Context: an optimization exercise on an open-source flow, tuned for small area, a short achievable clock period and few clock cycles. The choices shown serve that exercise and are no tape-out recipe. In this exercise RTL edits were held to simulation tests only and were not proved equivalent to the original.

==> flow/design.v, too long to show whole: its modules and the start of the top module <==
// module iter_heaps: 2731 lines
// module iter_merge: 467 lines
// module iter_zi: 118 lines
// module scan_lane: 206 lines
// module view_control: 38 lines
// module fb_write_arbiter: 100 lines
// module mandel_render_top: 111 lines
module mandel_render_top #(
	parameter int SCREEN_W = 64,
	parameter int SCREEN_H = 48,
	parameter int MAX_ITER = 256,
	parameter int NUM_LANES = 2,
	parameter fixed_point_pkg::fixed_t BASE_STEP = 27'sd393216,
	parameter int ZOOM_MAX = 8
) (
	input  logic clk,
	input  logic reset,
	input  logic zoom_in_i,
	input  logic zoom_out_i,
	input  logic pan_left_i,
	input  logic pan_right_i,
	input  logic pan_up_i,
	input  logic pan_down_i,
	output logic psel_o,
	output logic penable_o,
	output logic pwrite_o,
	output logic [18:0] paddr_o,
	output logic [7:0] pwdata_o,
	input  logic pready_i,
	output logic frame_done_o
);
  // ...
==> flow/run.sh <==
#!/bin/bash
# synth_recipe.tcl (not shown) runs the flow's synth.tcl, then flattens the netlist and writes it again
# the make line also repeats each setting of config.mk as NAME=value (left out here)
make -C /OpenROAD-flow-scripts/flow DESIGN_CONFIG=/design/flow/config.mk WORK_HOME=/design/flow/orfs CLKGATE_MAP_FILE= SYNTH_SCRIPT=/design/flow/synth_recipe.tcl finish
==> flow/config.mk <==
export PLATFORM = sky130hd
export DESIGN_NAME = mandel_render_top
export DESIGN_NICKNAME = mandel_render_top
export VERILOG_FILES = /design/flow/design.v
export SDC_FILE = /design/flow/constraint.sdc
export NUM_CORES = 4
export LEC_CHECK = 0
export CAP_MARGIN = 65
export CORE_MARGIN = 2
export CORE_UTILIZATION = 40
export CTS_CLUSTER_DIAMETER = 100
export CTS_CLUSTER_SIZE = 24
export SLEW_MARGIN = 65
==> flow/constraint.sdc <==
create_clock -name core_clock -period 15.0 [get_ports {clk}]
set_input_delay 3.0000 -clock core_clock [delete_from_list [all_inputs] [get_ports {clk}]]
set_output_delay 3.0000 -clock core_clock [all_outputs]
set_load 0.01 [all_outputs]
==> impl_metrics.tcl, run 1 <==
set metrics [dict create \
    cp.depth 1 \
    synth_area_leaders "dfxtp_1 (26%), fa_1 (25%), inv_1 (6.5%)" \
    crit_start "frame_done_o" \
    start_util_pct 40.1 \
    inv_count 1228 \
    tns_ns 0 \
    multi_input_cells 4149 \
    clockBufferDepth 3 \
    synth-compound-area-share_pct 8.84 \
    clock_buffers 81 \
    whs_path_depth 0 \
    met2_usage_pct 33.9 \
    r2r-start "scan_lane_i.s1_a0[25]" \
    yosys.cell_count.top_type "inv_1" \
    ys.flop_type "dfxtp_1" \
    netlist_area_sq_um 70400 \
    hp-class "reg -> reg" \
    preCtsSetupSlack_ns 10.11 \
    num-nonclk-buffers 142 \
    ys_seq_area_share_pct 32.7 \
    mostFrequentLayoutCells "inv_1 (1224), dfxtp_1 (875), fa_1 (871), and2_1 (468), ha_1 (357)" \
    ff2ff_path_depth 16 \
    clk_share_pct 2.52 \
    placed_area_sq_um 73500 \
    status "complete, no violations" \
    post_cts_resized 0 \
    drive_above_1_share_pct 6.03 \
    final_hold_viol_count 0 \
    drtAntennaViolNets 0 \
    critPathSlowestCell "clkdlybuf4s50_1" \
    wl_met1_um 82800 \
    dpl.hpwl_um 130000 \
    async_flop_share_pct 0 \
    grt_pass1_vias 48769 \
    drt_iter0_drc 3859 \
    grt_usage_pct 21.2 \
    worstMarginPinSlew_ns 0.553 \
    clockRootBuffer "clkbuf_16" \
    whs_ns 0.276 \
]
Testbench counts, summed over its fixed seeds: cycles 3,488,163.
==> module scan_lane, before the edit <==
module scan_lane (
	input  logic clk,
	input  logic rst,
	input  logic restart_i,
	input  logic init_i,
	input  fixed_point_pkg::fixed_t step_i,
	input  fixed_point_pkg::fixed_t pan_re_i,
	input  fixed_point_pkg::fixed_t pan_im_i,
	output logic push_o,
	output render_pkg::pixel_addr_t addr_o,
	output render_pkg::iter_t count_o,
	output logic esc_o,
	input  logic credit_nx_i,
	output logic take_o,
	output logic idle_o
);
	function automatic logic [25:0] booth_ctl(input fixed_point_pkg::fixed_t v);
		logic [12:0] one, two;
		logic lo;
		for (int k = 0; k < 13; k++) begin
			lo = (k == 0) ? 1'b0 : v[2 * k - 1];
			one[k] = v[2 * k] ^ lo;
			two[k] = !one[k] && (v[2 * k + 1] ^ v[2 * k]);
		end
		booth_ctl = {two, one};
	endfunction
	function automatic logic in_range(input fixed_point_pkg::fixed_t v);
		in_range = (v[26:24] == 3'b000) || (v[26:24] == 3'b111) ||
			(v == 27'sh1000000);
	endfunction
	render_pkg::pixel_addr_t gen_addr;
	fixed_point_pkg::fixed_t gen_cr;
	fixed_point_pkg::fixed_t gen_ci;
	logic gen_left;
	logic gen_left_nx;
	logic take;
	fixed_point_pkg::fixed_t row_re;
	fixed_point_pkg::fixed_t top_im;
	assign row_re = fixed_point_pkg::ORIGIN_RE + pan_re_i;
	assign top_im = fixed_point_pkg::ORIGIN_IM + pan_im_i;
	assign gen_left_nx = !(rst || restart_i) &&
		(init_i || (gen_left && !(take && gen_addr == 12'd3071)));
	always_ff @(posedge clk) begin
		gen_left <= gen_left_nx;
		if (init_i) begin
			gen_addr <= '0;
			gen_cr <= row_re;
			gen_ci <= top_im;
		end else if (take) begin
			gen_addr <= gen_addr + 1'b1;
			if (gen_addr[5:0] == 6'd63) begin
				gen_cr <= row_re;
				gen_ci <= gen_ci - step_i;
			end else begin
				gen_cr <= gen_cr + step_i;
			end
		end
	end
	logic s0_run;
	fixed_point_pkg::fixed_t s0_zr, s0_zi, s0_cr, s0_ci;
	logic [25:0] s0_bc;
	render_pkg::iter_t s0_n;
	logic [51:0] s0_sv;
	render_pkg::pixel_addr_t s0_addr;
	logic [51:0] s0_zz;
	logic [49:0] a0, a1, b0, b1;
	logic [48:0] p0, p1;
	assign s0_zz = {s0_zr[25:0], s0_zi[25:0]};
	iter_heaps iter_heaps_i (
		.zr(s0_zr[25:0]),
		.zi(s0_zi[25:0]),
		.bone(s0_bc[12:0]),
		.btwo(s0_bc[25:13]),
		.a0(a0), .a1(a1),
		.b0(b0), .b1(b1),
		.p0(p0), .p1(p1)
	);
	logic s1_run;
	fixed_point_pkg::fixed_t s1_cr, s1_ci;
	render_pkg::iter_t s1_n;
	logic [51:0] s1_sv;
	render_pkg::pixel_addr_t s1_addr;
	logic s1_rng;
	logic s1_match;
	logic s1_zi25;
	logic [49:0] s1_a0, s1_a1, s1_b0, s1_b1;
	logic [48:0] s1_p0, s1_p1;
	always_ff @(posedge clk) begin
		if (rst || restart_i)
			s1_run <= 1'b0;
		else
			s1_run <= s0_run;
		s1_cr <= s0_cr;
		s1_ci <= s0_ci;
		s1_n <= s0_n;
		s1_addr <= s0_addr;
		if (s0_n[3:0] == 4'd1)
			s1_sv <= s0_zz;
		else
			s1_sv <= s0_sv;
		s1_rng <= !(in_range(s0_zr) && in_range(s0_zi));
		s1_match <= (s0_zz == s0_sv) && (s0_n != 9'd1);
		s1_zi25 <= s0_zi[25];
		s1_a0 <= a0;
		s1_a1 <= a1;
		s1_b0 <= b0;
		s1_b1 <= b1;
		s1_p0 <= p0;
		s1_p1 <= p1;
	end
	logic ca, cb, cp;
	logic [26:0] r0, r1, e0, e1, e_sum;
	logic e_m1, e_m2;
	logic esc, fin;
	assign ca = render_pkg::ks_carry23(s1_a0[22:0], s1_a1[22:0]);
	assign cb = render_pkg::ks_carry23(s1_b0[22:0], s1_b1[22:0]);
	assign cp = render_pkg::ks_carry23(s1_p0[22:0], s1_p1[22:0]);
	iter_merge iter_merge_i (
		.a0(s1_a0[49:23]), .a1(s1_a1[49:23]),
		.b0(s1_b0[49:23]), .b1(s1_b1[49:23]),
		.cb(cb),
		.cr(s1_cr),
		.r0(r0), .r1(r1),
		.e0(e0), .e1(e1)
	);
	assign e_sum = render_pkg::ks_add27(e0, e1, 1'b0);
	assign e_m1 = render_pkg::sum_is27(e0, e1, 27'h7ffffff);
	assign e_m2 = render_pkg::sum_is27(e0, e1, 27'h7fffffe);
	assign esc = s1_rng || !e_sum[26] || (e_m1 && (ca || cb)) || (e_m2 && ca && cb);
	assign fin = esc || s1_n[8] || s1_match;
	assign push_o = s1_run && fin && !restart_i;
	assign addr_o = s1_addr;
	assign count_o = s1_n;
	assign esc_o = esc;
	logic s2_run;
	logic s2_load;
	logic [26:0] s2_r0, s2_r1;
	logic [25:0] s2_p0, s2_p1;
	logic s2_ca, s2_cp;
	logic s2_zi25;
	fixed_point_pkg::fixed_t s2_cr, s2_ci;
	render_pkg::iter_t s2_n;
	logic [51:0] s2_sv;
	render_pkg::pixel_addr_t s2_addr;
	always_ff @(posedge clk) begin
		if (rst || restart_i) begin
			s2_run <= 1'b0;
			s2_load <= 1'b0;
		end else begin
			s2_run <= s1_run && !fin;
			s2_load <= !(s1_run && !fin) && gen_left_nx && credit_nx_i;
		end
		s2_r0 <= r0;
		s2_r1 <= r1;
		s2_ca <= ca;
		s2_p0 <= s1_p0[48:23];
		s2_p1 <= s1_p1[48:23];
		s2_cp <= cp;
		s2_zi25 <= s1_zi25;
		s2_cr <= s1_cr;
		s2_ci <= s1_ci;
		s2_n <= s1_n + 1'b1;
		s2_sv <= s1_sv;
		s2_addr <= s1_addr;
	end
	logic [25:0] q0, q1;
	logic [26:0] zi_sum;
	fixed_point_pkg::fixed_t zr_new, zi_new;
	assign zr_new = render_pkg::ks_add27(s2_r0, s2_r1, s2_ca);
	iter_zi iter_zi_i (
		.p0(s2_p0), .p1(s2_p1),
		.cim(s2_ci[26:1]),
		.zi25(s2_zi25),
		.q0(q0), .q1(q1)
	);
	assign zi_sum = render_pkg::ks_add27({1'b0, q0}, {1'b0, q1}, s2_cp);
	assign zi_new = {zi_sum[25:0], s2_ci[0]};
	assign take = s2_load && !restart_i;
	assign take_o = take;
	always_ff @(posedge clk) begin
		if (rst || restart_i)
			s0_run <= 1'b0;
		else
			s0_run <= s2_run || s2_load;
		if (s2_load) begin
			s0_zr <= gen_cr;
			s0_zi <= gen_ci;
			s0_bc <= booth_ctl(gen_ci);
			s0_cr <= gen_cr;
			s0_ci <= gen_ci;
			s0_n <= 9'd1;
			s0_sv <= {gen_cr[25:0], gen_ci[25:0]};
			s0_addr <= gen_addr;
		end else begin
			s0_zr <= zr_new;
			s0_zi <= zi_new;
			s0_bc <= booth_ctl(zi_new);
			s0_cr <= s2_cr;
			s0_ci <= s2_ci;
			s0_n <= s2_n;
			s0_sv <= s2_sv;
			s0_addr <= s2_addr;
		end
	end
	assign idle_o = !gen_left && !s0_run && !s1_run && !s2_run;
endmodule
==> module fb_write_arbiter, before the edit <==
module fb_write_arbiter #(
	parameter int DEPTH = 4
) (
	input  logic clk,
	input  logic reset,
	input  logic flush_i,
	input  logic block_i,
	input  logic take_i,
	input  logic push_i,
	input  render_pkg::pixel_addr_t addr_i,
	input  render_pkg::iter_t count_i,
	input  logic esc_i,
	output logic credit_nx_o,
	output logic quiet_o,
	output logic psel_o,
	output logic penable_o,
	output render_pkg::pixel_addr_t paddr_o,
	output render_pkg::color_t pwdata_o,
	input  logic pready_i
);
	localparam int AW = $clog2(DEPTH);
	render_pkg::pixel_addr_t addr_q [DEPTH];
	render_pkg::iter_t count_q [DEPTH];
	logic esc_q [DEPTH];
	render_pkg::iter_t head_count;
	render_pkg::color_t head_color;
	logic [AW-1:0] rd_q;
	logic [AW-1:0] wr_q;
	logic [DEPTH-1:0] valid_q;
	logic [AW:0] credits_q;
	logic [AW:0] credits_nx;
	logic idle_q;
	logic setup_q;
	logic bus_free;
	logic pop;
	logic start;
	logic [AW:0] credits_base;
	assign credits_base = credits_q - (AW+1)'(take_i);
	assign credits_nx = flush_i ? (AW+1)'(DEPTH) :
		(pop ? credits_base + 1'b1 : credits_base);
	assign credit_nx_o = flush_i || (credits_q > (AW+1)'(take_i));
	assign quiet_o = !valid_q[rd_q] && idle_q;
	assign bus_free = idle_q || (!setup_q && pready_i);
	assign pop = valid_q[rd_q] && !flush_i && bus_free;
	assign start = pop && !block_i;
	always_ff @(posedge clk)
		credits_q <= credits_nx;
	always_ff @(posedge clk) begin
		if (flush_i) begin
			rd_q <= '0;
			wr_q <= '0;
			valid_q <= '0;
		end else begin
			if (!valid_q[wr_q]) begin
				addr_q[wr_q] <= addr_i;
				count_q[wr_q] <= count_i;
				esc_q[wr_q] <= esc_i;
			end
			if (push_i)
				wr_q <= wr_q + 1'b1;
			if (pop)
				rd_q <= rd_q + 1'b1;
			for (int k = 0; k < DEPTH; k++) begin
				if (push_i && wr_q == AW'(k))
					valid_q[k] <= 1'b1;
				else if (pop && rd_q == AW'(k))
					valid_q[k] <= 1'b0;
			end
		end
	end
	always_ff @(posedge clk) begin
		if (reset) begin
			psel_o <= 1'b0;
			penable_o <= 1'b0;
			idle_q <= 1'b1;
			setup_q <= 1'b0;
		end else if (start) begin
			psel_o <= 1'b1;
			penable_o <= 1'b0;
			idle_q <= 1'b0;
			setup_q <= 1'b1;
		end else if (setup_q) begin
			penable_o <= 1'b1;
			setup_q <= 1'b0;
		end else if (!idle_q && pready_i) begin
			psel_o <= 1'b0;
			penable_o <= 1'b0;
			idle_q <= 1'b1;
		end
	end
	assign head_count = count_q[rd_q];
	assign head_color = (esc_q[rd_q] && !head_count[8]) ?
		render_pkg::escape_color(head_count) : 8'h00;
	always_ff @(posedge clk) begin
		if (bus_free) begin
			paddr_o <= addr_q[rd_q];
			pwdata_o <= head_color;
		end
	end
endmodule
==> run 2, diff against run 1 <==
--- a/flow/design.v
+++ b/flow/design.v
@@ -3566,6 +3566,8 @@
 	);
 	assign zi_sum = render_pkg::ks_add27({1'b0, q0}, {1'b0, q1}, s2_cp);
 	assign zi_new = {zi_sum[25:0], s2_ci[0]};
+	fixed_point_pkg::fixed_t x_zi;
+	assign x_zi = s2_load ? gen_ci : zi_new;
 	assign take = s2_load && !restart_i;
 	assign take_o = take;
 	always_ff @(posedge clk) begin
@@ -3575,23 +3577,20 @@
 			s0_run <= s2_run || s2_load;
 		if (s2_load) begin
 			s0_zr <= gen_cr;
-			s0_zi <= gen_ci;
-			s0_bc <= booth_ctl(gen_ci);
 			s0_cr <= gen_cr;
 			s0_ci <= gen_ci;
 			s0_n <= 9'd1;
-			s0_sv <= {gen_cr[25:0], gen_ci[25:0]};
 			s0_addr <= gen_addr;
 		end else begin
 			s0_zr <= zr_new;
-			s0_zi <= zi_new;
-			s0_bc <= booth_ctl(zi_new);
 			s0_cr <= s2_cr;
 			s0_ci <= s2_ci;
 			s0_n <= s2_n;
-			s0_sv <= s2_sv;
 			s0_addr <= s2_addr;
 		end
+		s0_zi <= x_zi;
+		s0_bc <= booth_ctl(x_zi);
+		s0_sv <= s2_sv;
 	end
 	assign idle_o = !gen_left && !s0_run && !s1_run && !s2_run;
 endmodule
@@ -3657,7 +3656,7 @@
 );
 	localparam int AW = $clog2(DEPTH);
 	render_pkg::pixel_addr_t addr_q [DEPTH];
-	render_pkg::iter_t count_q [DEPTH];
+	logic [8:2] count_q [DEPTH];
 	logic esc_q [DEPTH];
 	render_pkg::iter_t head_count;
 	render_pkg::color_t head_color;
@@ -3690,7 +3689,7 @@
 		end else begin
 			if (!valid_q[wr_q]) begin
 				addr_q[wr_q] <= addr_i;
-				count_q[wr_q] <= count_i;
+				count_q[wr_q] <= count_i[8:2];
 				esc_q[wr_q] <= esc_i;
 			end
 			if (push_i)
@@ -3725,7 +3724,7 @@
 			idle_q <= 1'b1;
 		end
 	end
-	assign head_count = count_q[rd_q];
+	assign head_count = {count_q[rd_q], 2'b00};
 	assign head_color = (esc_q[rd_q] && !head_count[8]) ?
 		render_pkg::escape_color(head_count) : 8'h00;
 	always_ff @(posedge clk) begin
--- a/flow/config.mk
+++ b/flow/config.mk
@@ -5,6 +5,7 @@
 export SDC_FILE = /design/flow/constraint.sdc
 export NUM_CORES = 4
 export LEC_CHECK = 0
+export ABC_CLOCK_PERIOD_IN_PS = 4500
 export CAP_MARGIN = 65
 export CORE_MARGIN = 2
 export CORE_UTILIZATION = 40
==> impl_metrics.tcl, run 2 <==
set metrics [dict create \
    status "complete, no violations" \
    cts_max_level 2 \
    fin_crit_sh_pct 31.8 \
    start_util_pct 40.4 \
    io_buffers 32 \
    path_clk_slew_ns 0.09 \
    numCtsBuffers 55 \
    synth-edff-count 150 \
    rsz0062_at_grt "false" \
    regArea_sq_um 23200 \
    drt_first_pass_iters 7 \
    async_flop_share_pct 0 \
    postSynthAreaPerCell_sq_um 10.5 \
    min_period_ns 4.78 \
    drive_above_1_share_pct 6.07 \
    clk_latency_ns 0.76 \
    setup_viol 0 \
    cts_setup_buffers 0 \
    core_area_sq_um 172000 \
    dr_wl_met3_um 14600 \
    yosys.cell_types.count 80 \
    final_common_cell "inv_1" \
    route.detailed.drc 0 \
    placed_area_sq_um 72400 \
    grt_max_degree 71 \
    whs_path_depth 0 \
    r2r_slack_ns 10.22 \
    drt_iter0_drc 3527 \
    antenna_found_initial 2 \
    hp-class "reg -> reg" \
    overflow 0 \
    max_cap_viol_count 0 \
    netlist_area_sq_um 69500 \
    crit_arrival_ns 5.43 \
    wl_met1_um 76400 \
    clkSinkCount 1074 \
    reg2reg_to "fb_write_arbiter_i.wr_q[0]" \
    r2r-start "scan_lane_i.s1_a0[25]" \
    ff2ff_path_depth 19 \
    rows 152 \
    synth_area_leaders "dfxtp_1 (27%), fa_1 (25%), edfxtp_1 (6.5%)" \
    drtAntennaViolNets 0 \
    nFillCells 16348 \
    ys.flop_type "dfxtp_1" \
    die_y_um 421 \
    synth_top_area_cell "dfxtp_1" \
    slew_viol_final 0 \
    required_ns 15.66 \
    clock_skew_ns 0.0795 \
    timing.fmax_mhz 209 \
    wl_met2_um 84100 \
    final_area_sq_um 74400 \
    min_from "scan_lane_i.s2_sv[29]" \
    clockBufferDepth 3 \
    die_w_um 421 \
    largest_registers "scan_lane_i.s0_sv: 52 flops, scan_lane_i.s1_sv: 52 flops, scan_lane_i.s2_sv: 52 flops" \
    ys_top_cells_by_count "inv_1 (1163), dfxtp_1 (924), fa_1 (871)" \
    postCtsHoldBufs 0 \
    tns_ns 0 \
    io_pins 40 \
    final_hold_viol_count 0 \
    place.gp.congestion 0.853 \
    yosysTopAreaCellShare_pct 26.6 \
    worstSetupStartpointType "flop" \
    worstMarginPinSlew_ns 0.564 \
    clockRootBuffer "clkbuf_16" \
    cts_tree "built" \
    multi_input_area_sq_um 40800 \
    synthCells 6629 \
    top_layer "met5" \
    area_growth_pct 7.08 \
    wl_per_cell_um 20.6 \
    die_area_sq_um 177000 \
    ys_warn_count 4 \
    final_util_pct 43.2 \
    crit_type "reg -> reg" \
    yosys.cell_count.top_type "inv_1" \
    grt_pass1_wl_um 282000 \
    mostFrequentLayoutCells "inv_1 (1161), fa_1 (871), dfxtp_1 (870), and2_1 (469), ha_1 (349)" \
    synth-seq-cells 1074 \
    dpl.hpwl_um 121000 \
    crit_path_end_kind "flop" \
    wl_um 181000 \
    relSlewSlack_pct 62.4 \
    grt_usage_pct 20.7 \
    num_vias 45120 \
    post_cts_resized 0 \
    ys_seq_area_share_pct 33.1 \
    layout.nets 7648 \
    grt_pass1_vias 47569 \
    vias_per_cell 5.14 \
    whs_endpoint "scan_lane_i.s0_sv[29]" \
    path_max_fanout 4 \
]
## run 2: area by class of cell
class	instances	share of cell area [%]
clock inverters	17	0.348
flip-flops and latches	1074	31.1
well taps	2310	3.88
diodes	3	0.0101
clock buffers	79	2.00
repair buffers	130	1.95
multi-input cells	3992	54.8
inverters	1166	5.90
## run 2: cell families (layout without fill, tap and decap cells)
group / count (synthesis) / after routing / synth area share (%)
XOR/XNOR: 564 / 564 / 7.11
other: 1 / 10 / 0.00540
multiplexers: 118 / 118 / 2.18
adder cells (fa/ha/maj): 1231 / 1231 / 31.5
AO/OA/AOI/OAI: 847 / 847 / 8.27
buffers and inverters: 1569 / 1392 / 8.52
flip-flops: 1074 / 1074 / 33.1
AND/OR/NAND/NOR: 1225 / 1225 / 9.27
## run 2: worst max-delay path, cell delays in order, from the launching register on
cell and delay (ns):
dfxtp_1 0.37, inv_1 0.07, fa_1 0.53, inv_1 0.06, ha_1 0.27, inv_1 0.05
fa_1 0.45, ha_1 0.22, fa_1 0.36, a31oi_1 0.20, o21ai_0 0.24, o211ai_1 0.25
clkbuf_2 0.20, a31oi_1 0.11, xor2_1 0.20, nor2_1 0.41, o211a_1 0.35, nand2b_1 0.19
xnor2_1 0.13, nor2_1 0.05
## run 2: metrics by stage
| step | hold WS (ns) | setup slack [ns] | std cells |
|---|---|---|---|
| final | 0.285 | 10.22 | 8771 |
| after global routing | 0.292 | 10.08 | 8768 |
| after CTS | 0.290 | 10.21 | 8762 |
| after detailed placement | 0.312 | 10.05 | 8666 |
| after global placement | 0.310 | 9.55 | 8658 |
| after floorplan | 0.310 | 10.44 | 6635 |
## run 2: metal layers
metal,vias up,track usage (%)
met2,1586,33.6
met1,22861,28.0
li1,20319,-
met5,-,0
met3,352,3.85
met4,2,6.56
## run 2: worst max-delay path by stage
stage	end	cells past startpoint	slack, ns	start
global route	fb_write_arbiter_i.wr_q[0]	15	10.08	scan_lane_i.s1_a0[25]
global placement	fb_write_arbiter_i.idle_q	5	9.55	pready_i
CTS	frame_done_o	1	10.21	frame_done_o
finish	fb_write_arbiter_i.wr_q[0]	19	10.22	scan_lane_i.s1_a0[25]
detailed placement	fb_write_arbiter_i.idle_q	5	10.05	pready_i
floorplan	fb_write_arbiter_i.idle_q	4	10.44	pready_i
Testbench counts of run 2, summed over its fixed seeds: cycles 3,488,163.
==> run 3, diff against run 2 <==
--- a/flow/config.mk
+++ b/flow/config.mk
@@ -5,7 +5,6 @@
 export SDC_FILE = /design/flow/constraint.sdc
 export NUM_CORES = 4
 export LEC_CHECK = 0
-export ABC_CLOCK_PERIOD_IN_PS = 4500
 export CAP_MARGIN = 65
 export CORE_MARGIN = 2
 export CORE_UTILIZATION = 40
==> impl_metrics.tcl, run 3 <==
set metrics [dict create \
    status "complete, no violations" \
    final_hold_viol_count 0 \
    hp-class "reg -> reg" \
    die_w_um 421 \
    cp_slowest_stage_delay_ns 0.53 \
    ys_warn_count 4 \
    grt_pass1_wl_um 282000 \
    final_common_cell "inv_1" \
    drive_above_1_share_pct 6.07 \
    synth-compound-area-share_pct 8.27 \
    min_period_ns 4.78 \
    ys_top_cells_by_count "inv_1 (1163), dfxtp_1 (924), fa_1 (871)" \
    place.gp.congestion 0.853 \
    regArea_sq_um 23200 \
    synth_mux_area_share_pct 2.18 \
    wl_per_cell_um 20.6 \
    area_growth_pct 7.08 \
    cts_setup_buffers 0 \
    io_pins 40 \
    cts_max_level 2 \
    drt_iter0_drc 3527 \
    route.detailed.drc 0 \
    fin_crit_sh_pct 31.8 \
    clockBufferDepth 3 \
    critPathSlowestCell "fa_1" \
    numCtsBuffers 55 \
    synth_top_family_by_area "adder cells" \
    cts_tree "built" \
    rsz0062_at_grt "false" \
    start_util_pct 40.4 \
    postSynthAreaPerCell_sq_um 10.5 \
    synth-edff-count 150 \
    synth_fa_ha_area_share_pct 31.5 \
    slew_viol_final 0 \
    postCtsHoldBufs 0 \
    setup_viol 0 \
    finalNonFillerCells 8771 \
    rows 152 \
    cpLargestDelayFamily "adder cells" \
    crit_type "reg -> reg" \
    timing.fmax_mhz 209 \
    top_layer "met5" \
    worstMarginPinSlew_ns 0.564 \
    antenna_found_initial 2 \
    wl_met1_um 76400 \
    crit_path_end_kind "flop" \
    clkSinkCount 1074 \
    io_buffers 32 \
    tns_ns 0 \
    post_cts_resized 0 \
    overflow 0 \
    worstSetupStartpointType "flop" \
    layout.nets 7648 \
    nFillCells 16348 \
    multi_input_area_sq_um 40800 \
    netlist_area_sq_um 69500 \
    path_max_fanout 4 \
    yosysTopAreaCellShare_pct 26.6 \
    max_cap_viol_count 0 \
    yosys.cell_count.top_type "inv_1" \
    required_ns 15.66 \
    yosys.cell_types.count 80 \
    synthCells 6629 \
    final_util_pct 43.2 \
    dr_wl_met3_um 14600 \
    placed_cells 8666 \
    synth-seq-cells 1074 \
    async_flop_share_pct 0 \
    ys_seq_area_share_pct 33.1 \
    synth-simple-area-share_pct 9.27 \
    ys.flop_type "dfxtp_1" \
    die_y_um 421 \
    critPathBufInv 4 \
    crit_arrival_ns 5.43 \
    relSlewSlack_pct 62.4 \
    grt_pass1_vias 47569 \
    synth_top_area_cell "dfxtp_1" \
    core_area_sq_um 172000 \
    wl_met2_um 84100 \
    grt_usage_pct 20.7 \
    die_area_sq_um 177000 \
    clockRootBuffer "clkbuf_16" \
    clock_skew_ns 0.0795 \
    drtAntennaViolNets 0 \
    path_clk_slew_ns 0.09 \
    mostFrequentLayoutCells "inv_1 (1161), fa_1 (871), dfxtp_1 (870), and2_1 (469), ha_1 (349)" \
    num_vias 45120 \
    dpl.hpwl_um 121000 \
    synth_area_leaders "dfxtp_1 (27%), fa_1 (25%), edfxtp_1 (6.5%)" \
    clk_latency_ns 0.76 \
    largest_registers "scan_lane_i.s0_sv: 52 flops, scan_lane_i.s1_sv: 52 flops, scan_lane_i.s2_sv: 52 flops" \
    grt_max_degree 71 \
    crit_chain "inv_1 -> fa_1 -> inv_1 -> ha_1 -> inv_1 -> fa_1 -> ha_1 -> fa_1 -> a31oi_1 -> o21ai_0 -> o211ai_1 -> clkbuf_2 -> a31oi_1 -> xor2_1 -> nor2_1 -> o211a_1 -> nand2b_1 -> xnor2_1 -> nor2_1" \
    wl_um 181000 \
    vias_per_cell 5.14 \
    synth-xor-area-share_pct 7.11 \
    drt_first_pass_iters 7 \
]
-- run 3: cell counts in the layout (fill, tap and decap cells not counted) --
No cell type changed its count.
-- run 3: path summary, 6_finish.rpt --
kind,end,cells after the start,startpoint,slack [ns]
max reg2reg,fb_write_arbiter_i.wr_q[0],19,scan_lane_i.s1_a0[25],10.22
min reg2reg,scan_lane_i.s0_sv[29],0,scan_lane_i.s2_sv[29],0.28
max,fb_write_arbiter_i.wr_q[0],19,scan_lane_i.s1_a0[25],10.22
min,scan_lane_i.s0_sv[29],0,scan_lane_i.s2_sv[29],0.28
-- run 3: cell type report --
type / count / share of cell area, %
clock inverter: 17 / 0.348
inverter: 1166 / 5.90
antenna: 3 / 0.0101
multi-input combinational: 3992 / 54.8
sequential: 1074 / 31.1
clock buffer: 79 / 2.00
timing repair buffer: 130 / 1.95
tap: 2310 / 3.88
-- run 3: logic make-up (layout without fill, tap and decap cells) --
| group | count (synthesis) | in the layout |
|---|---|---|
| compound gates | 847 | 847 |
| flops | 1074 | 1074 |
| other cells | 1 | 10 |
| mux | 118 | 118 |
| fa+ha+maj | 1231 | 1231 |
| xor+xnor | 564 | 564 |
| simple gates | 1225 | 1225 |
| buf+inv | 1569 | 1392 |
-- run 3: routing by layer --
layer	track usage [%]	vias to the layer above
li1	-	20319
met1	28.0	22861
met2	33.6	1586
met3	3.85	352
met4	6.56	2
met5	0	-
-- run 3: worst reg2reg max path, cell delays in order (launching register included) --
cell      delay (ns)
dfxtp_1         0.37
inv_1           0.07
fa_1            0.53
inv_1           0.06
ha_1            0.27
inv_1           0.05
fa_1            0.45
ha_1            0.22
fa_1            0.36
a31oi_1         0.20
o21ai_0         0.24
o211ai_1        0.25
clkbuf_2        0.20
a31oi_1         0.11
xor2_1          0.20
nor2_1          0.41
o211a_1         0.36
nand2b_1        0.19
xnor2_1         0.13
nor2_1          0.05
-- run 3: metrics by stage --
| step | hold WS (ns) | area (sq um) | setup WS, ns |
|---|---|---|---|
| 6_report | 0.285 | 74400 | 10.22 |
| 4_1_cts | 0.290 | 74200 | 10.21 |
| 5_1_grt | 0.292 | 74400 | 10.08 |
| 3_3_place_gp | 0.310 | 71900 | 9.55 |
| 3_5_place_dp | 0.312 | 72400 | 10.05 |
| 2_1_floorplan | 0.310 | 69500 | 10.44 |
==> run 4, diff against run 3 <==
--- a/flow/config.mk
+++ b/flow/config.mk
@@ -5,6 +5,7 @@
 export SDC_FILE = /design/flow/constraint.sdc
 export NUM_CORES = 4
 export LEC_CHECK = 0
+export ABC_AREA = 1
 export CAP_MARGIN = 65
 export CORE_MARGIN = 2
 export CORE_UTILIZATION = 40
==> impl_metrics.tcl, run 4 <==
set metrics [dict create \
    fin_crit_sh_pct 31.0 \
    synth_top_area_cell "dfxtp_1" \
    die_w_um 425 \
    min_period_ns 4.64 \
    grt_max_degree 58 \
    timing.fmax_mhz 215 \
    drt_iter0_drc 4314 \
    clk_latency_ns 0.74 \
    core_area_sq_um 176000 \
    ff2ff_path_depth 12 \
    ys.flop_type "dfxtp_1" \
    area_growth_pct 6.91 \
    crit_type "reg -> reg" \
    r2r-start "scan_lane_i.s0_zi[7]" \
    rsz0062_at_grt "false" \
    yosysTopAreaCellShare_pct 26.1 \
    numCtsBuffers 56 \
    placed_cells 10073 \
    grt_usage_pct 21.5 \
    die_area_sq_um 181000 \
    whs_path_depth 0 \
    relSlewSlack_pct 60.6 \
    grt_pass1_vias 52420 \
    yosys.cell_types.count 63 \
    worstSetupStartpointType "flop" \
    hp-class "reg -> reg" \
    synthCells 7942 \
    crit_arrival_ns 5.25 \
    whs_endpoint "scan_lane_i.s2_ci[9]" \
    synth_area_leaders "dfxtp_1 (26%), fa_1 (25%), inv_1 (9.7%)" \
    io_pins 40 \
    cts_tree "built" \
    layout.nets 9022 \
    io_buffers 32 \
    clkSinkCount 1074 \
    crit_path_end_kind "flop" \
    preCtsSetupSlack_ns 10.20 \
    synth-seq-cells 1074 \
    netlist_area_sq_um 71000 \
    cts_setup_buffers 0 \
    tns_ns 0 \
    clock_skew_ns 0.0336 \
    reg2reg_to "scan_lane_i.s1_p0[20]" \
    yosys.cell_count.top_type "inv_1" \
    postSynthAreaPerCell_sq_um 8.94 \
    ys_warn_count 4 \
    post_cts_resized 0 \
    vias_per_cell 4.99 \
    start_util_pct 40.3 \
    antenna_found_initial 3 \
    wl_per_cell_um 18.9 \
    num_vias 50697 \
    largest_registers "scan_lane_i.s0_sv: 52 flops, scan_lane_i.s1_sv: 52 flops, scan_lane_i.s2_sv: 52 flops" \
    r2r_slack_ns 10.36 \
    async_flop_share_pct 0 \
    min_from "scan_lane_i.s1_ci[9]" \
    path_max_fanout 33 \
    rows 154 \
    synth-edff-count 150 \
    whs_ns 0.311 \
    ys_top_cells_by_count "inv_1 (1827), nand2_1 (1278), dfxtp_1 (924)" \
    wl_um 192000 \
    grt_pass1_wl_um 302000 \
    drive_above_1_share_pct 4.30 \
    mostFrequentLayoutCells "inv_1 (1818), nand2_1 (1276), dfxtp_1 (912), fa_1 (871), xor2_1 (435)" \
    final_util_pct 43.0 \
    slew_viol_final 0 \
    clockBufferDepth 3 \
    postCtsHoldBufs 0 \
    drt_first_pass_iters 7 \
    dpl.hpwl_um 138000 \
    ys_seq_area_share_pct 32.4 \
    drtAntennaViolNets 0 \
    cts_max_level 2 \
    max_cap_viol_count 0 \
    final_hold_viol_count 0 \
    setup_viol 0 \
    insertedDiodeCount 0 \
    clockRootBuffer "clkbuf_16" \
    overflow 0 \
    place.gp.congestion 0.897 \
    die_y_um 425 \
    setup_ws_ns 10.36 \
    required_ns 15.60 \
    status "complete, no violations" \
    final_common_cell "inv_1" \
    finalNonFillerCells 10169 \
    worstMarginPinSlew_ns 0.585 \
    path_clk_slew_ns 0.10 \
    route.detailed.drc 0 \
]
run 4: critical path, stage by stage (launching register included):
cell	delay, ns
dfxtp_1	0.34
buf_6	0.36
clkinv_1	0.51
buf_4	0.41
xor2_1	0.21
fa_1	0.54
inv_1	0.06
fa_1	0.50
inv_1	0.06
fa_1	0.49
fa_1	0.54
inv_1	0.05
fa_1	0.44
run 4: logic make-up (layout without fill, tap and decap cells):
kind of cell,count (synthesis),in the layout,synth area share (%)
AOI/OAI and AO/OA,1008,1008,8.13
xor gates and xnor gates,479,479,5.91
adders and majority gates,1220,1220,30.7
buffers and inverters,2253,2134,12.0
DFF,1074,1074,32.4
muxes,3,3,0.0476
other,1,7,0.00528
and+or+nand+nor,1904,1904,10.8
run 4: per-layer routing:
metal | up-vias | share of wire, % | track usage, %
met1 | 24912 | 43 | 29.1
met3 | 389 | 7.6 | 3.70
met5 | - | 0.0068 | 0
met2 | 1752 | 46 | 35.1
li1 | 23642 | - | -
met4 | 2 | 3.0 | 6.21
run 4: area by class of cell:
class | instances | area (sq um)
repair buffers | 156 | 1390
inverters | 1884 | 7120
well taps | 2340 | 2930
clock inverters | 22 | 260
flip-flops and latches | 1074 | 23000
clock buffers | 72 | 1490
fillers | 17158 | 100000
multi-input cells | 4621 | 39700
run 4: worst max-delay path by stage:
stage	from	to	slack [ns]	depth (start not counted)
3_3_place_gp	pready_i	fb_write_arbiter_i.credits_q[2]	9.93	8
4_1_cts	fb_write_arbiter_i.psel_o	psel_o	10.33	1
3_5_place_dp	pready_i	fb_write_arbiter_i.credits_q[2]	10.20	8
2_1_floorplan	pready_i	fb_write_arbiter_i.credits_q[2]	10.79	7
6_report	scan_lane_i.s0_zi[7]	scan_lane_i.s1_p0[20]	10.36	12
5_1_grt	scan_lane_i.s0_zr[19]	scan_lane_i.s1_p0[30]	10.20	12
run 4: metrics by stage:
stage	instance area [sq um]
global placement	73700
global route	75900
detailed placement	74100
CTS	75800
floorplan	71000
finish	75900
==> run 5, diff against run 4 <==
--- a/flow/config.mk
+++ b/flow/config.mk
@@ -6,9 +6,9 @@
 export NUM_CORES = 4
 export LEC_CHECK = 0
 export ABC_AREA = 1
-export CAP_MARGIN = 65
+export CAP_MARGIN = 50
 export CORE_MARGIN = 2
 export CORE_UTILIZATION = 40
 export CTS_CLUSTER_DIAMETER = 100
 export CTS_CLUSTER_SIZE = 24
-export SLEW_MARGIN = 65
+export SLEW_MARGIN = 50
==> impl_metrics.tcl, run 5 <==
set metrics [dict create \
    tns_ns 0 \
    rsz0062_at_grt "false" \
    synth_fa_ha_area_share_pct 30.7 \
    status "complete, no violations" \
    postCtsHoldBufs 0 \
    synth-edff-count 150 \
    finalNonFillerCells 10162 \
    clk_latency_ns 0.75 \
    drt_first_pass_iters 6 \
    crit_chain "buf_4 -> clkinv_1 -> buf_4 -> xor2_1 -> fa_1 -> fa_1 -> fa_1 -> fa_1 -> inv_1 -> fa_1" \
    slew_viol_final 0 \
    post_cts_resized 0 \
    postSynthAreaPerCell_sq_um 8.94 \
    yosysTopAreaCellShare_pct 26.1 \
    placed_cells 10066 \
    ys_seq_area_share_pct 32.4 \
    area_growth_pct 6.56 \
    required_ns 15.64 \
    final_area_sq_um 75600 \
    met2_usage_pct 35.1 \
    synthCells 7942 \
    min_period_ns 4.95 \
    clockRootBuffer "clkbuf_16" \
    ys_top_cells_by_count "inv_1 (1827), nand2_1 (1278), dfxtp_1 (924)" \
    route.detailed.drc 0 \
    io_buffers 32 \
    clockBufferDepth 3 \
    synth-simple-area-share_pct 10.8 \
    mostFrequentLayoutCells "inv_1 (1820), nand2_1 (1276), dfxtp_1 (915), fa_1 (871), xor2_1 (435)" \
    netlist_area_sq_um 71000 \
    cts_max_level 2 \
    timing.fmax_mhz 202 \
    grt_pass1_wl_um 301000 \
    path_clk_slew_ns 0.10 \
    grt_util_met3_pct 3.27 \
    preCtsSetupSlack_ns 10.13 \
    synth_mux_area_share_pct 0.0476 \
    synth_top_area_cell "dfxtp_1" \
    worstMarginPinSlew_ns 0.786 \
    yosys.cell_count.top_type "inv_1" \
    place.gp.congestion 0.897 \
    busiest_layer "met2" \
    start_util_pct 40.3 \
    overflow 0 \
    layout.nets 9015 \
    ys_warn_count 4 \
    hp-class "reg -> reg" \
    clkSinkCount 1074 \
    final_util_pct 42.9 \
    antenna_found_initial 8 \
    grt_usage_pct 21.4 \
    path_max_fanout 35 \
    met1_usage_pct 29.2 \
    wl_per_cell_um 19.0 \
    setup_viol 0 \
    cts_tree "built" \
    synth-compound-area-share_pct 8.13 \
    wl_um 193000 \
    final_common_cell "inv_1" \
    yosys.cell_types.count 63 \
    cp_slowest_stage_delay_ns 0.72 \
    grt_max_degree 101 \
    placed_area_sq_um 73800 \
    drt_iter0_drc 4260 \
    critPathSlowestCell "clkinv_1" \
    io_pins 40 \
    drtAntennaViolNets 0 \
    final_hold_viol_count 0 \
    async_flop_share_pct 0 \
    vias_per_cell 4.99 \
    worstSetupStartpointType "flop" \
    die_w_um 425 \
    core_area_sq_um 176000 \
    synth_area_leaders "dfxtp_1 (26%), fa_1 (25%), inv_1 (9.7%)" \
    max_cap_viol_count 0 \
    grt_pass1_vias 52186 \
    numCtsBuffers 56 \
    crit_path_end_kind "flop" \
    crit_arrival_ns 5.58 \
    cts_setup_buffers 0 \
    synth-xor-area-share_pct 5.91 \
    die_y_um 425 \
    synth_top_family_by_area "adder cells" \
    synth-seq-cells 1074 \
    crit_top_cell "fa_1" \
    drive_above_1_share_pct 3.90 \
    fin_crit_sh_pct 33.0 \
    num_vias 50673 \
    die_area_sq_um 181000 \
    dpl.hpwl_um 138000 \
    crit_type "reg -> reg" \
    clock_skew_ns 0.0510 \
    setup_ws_ns 10.05 \
    rows 154 \
    largest_registers "scan_lane_i.s0_sv: 52 flops, scan_lane_i.s1_sv: 52 flops, scan_lane_i.s2_sv: 52 flops" \
    ys.flop_type "dfxtp_1" \
    relSlewSlack_pct 47.2 \
]
[run 5: cell count changes in the layout (fill, tap and decap cells not counted), sizes merged]
cell / previous run / this run
buf: 123 / 116
clkdlybuf4s18: 2 / 0
bufinv: 0 / 1
clkbuf: 72 / 73
clkdlybuf4s50: 31 / 32
clkinv: 40 / 39
clkinvlp: 3 / 2
diode: 0 / 1
[run 5: metal layers]
layer | up-vias | routed length, um
met5 | - | 35
met4 | 6 | 6000
met3 | 409 | 13800
met2 | 1788 | 88800
met1 | 24841 | 84100
li1 | 23629 | -
[run 5: final cells by class]
cell class | count | area [sq um]
Fill cell | 17107 | 101000
Multi-Input combinational cell | 4621 | 39600
Timing Repair Buffer | 149 | 1240
Tap cell | 2340 | 2930
Sequential cell | 1074 | 23000
Clock buffer | 72 | 1490
Antenna cell | 1 | 2.50
Clock inverter | 21 | 278
Inverter | 1884 | 7090
[run 5: kinds of logic after synthesis]
logic type | count (synthesis)
AOI/OAI and AO/OA | 1008
xor gates and xnor gates | 479
DFF | 1074
adders and majority gates | 1220
and+or+nand+nor | 1904
other | 1
muxes | 3
buffers and inverters | 2253
[run 5: worst paths after layout]
path / from / endpoint / slack (ns) / cells after the start
worst max-delay path: scan_lane_i.s0_zi[15] / scan_lane_i.s1_p0[30] / 10.05 / 10
worst min register to register: scan_lane_i.s0_ci[3] / scan_lane_i.s1_ci[3] / 0.31 / 0
worst max register to register: scan_lane_i.s0_zi[15] / scan_lane_i.s1_p0[30] / 10.05 / 10
worst min-delay path: scan_lane_i.s0_ci[3] / scan_lane_i.s1_ci[3] / 0.31 / 0
[run 5: worst max-delay path: cells and delay by family, from the launching register on]
family | cells | cell delay, ns
XOR/XNOR | 1 | 0.24
flip-flops | 1 | 0.32
adder cells (fa/ha/maj) | 5 | 2.55
buffers and inverters | 4 | 1.74
[run 5: stage by stage]
stage,hold slack [ns]
floorplan,0.310
global placement,0.310
detailed placement,0.312
CTS,0.314
global route,0.316
finish,0.309

[static timing again, ports no longer ideal]
No port has a modelled driver above. Below, the same layouts with a new extraction and two added sets of constraints.
Step 1 assumes that a clkbuf_16 drives the clock port and a buf_2 every other input.
Step 2 times the ports against the registers' clock, not the clock port: input delays grow and output delays shrink by t, the midpoint of the rising clock arrivals with the driver on.
Slacks: ideal / step 1 / step 2; pairs: ideal / step 1.
| run | shift t [ns] | slack for setup (ns) | worst data-port slew with drivers (ns) |
|---|---|---|---|
| run 1 | 0.802 | 10.220 / 10.145 / 10.141 | 0.03 |
| run 2 | 0.801 | 10.225 / 10.225 / 10.134 | 0.04 |
| run 3 | 0.801 | 10.225 / 10.225 / 10.134 | 0.04 |
| run 4 | 0.802 | 10.356 / 10.293 / 10.142 | 0.03 |
| run 5 | 0.800 | 10.054 / 10.054 / 10.054 | 0.03 |
After both steps every run listed still meets setup and hold. For run 4, which loses most, drivers alone change the setup slack by -0.063 ns; drivers and shift together by -0.214 ns.
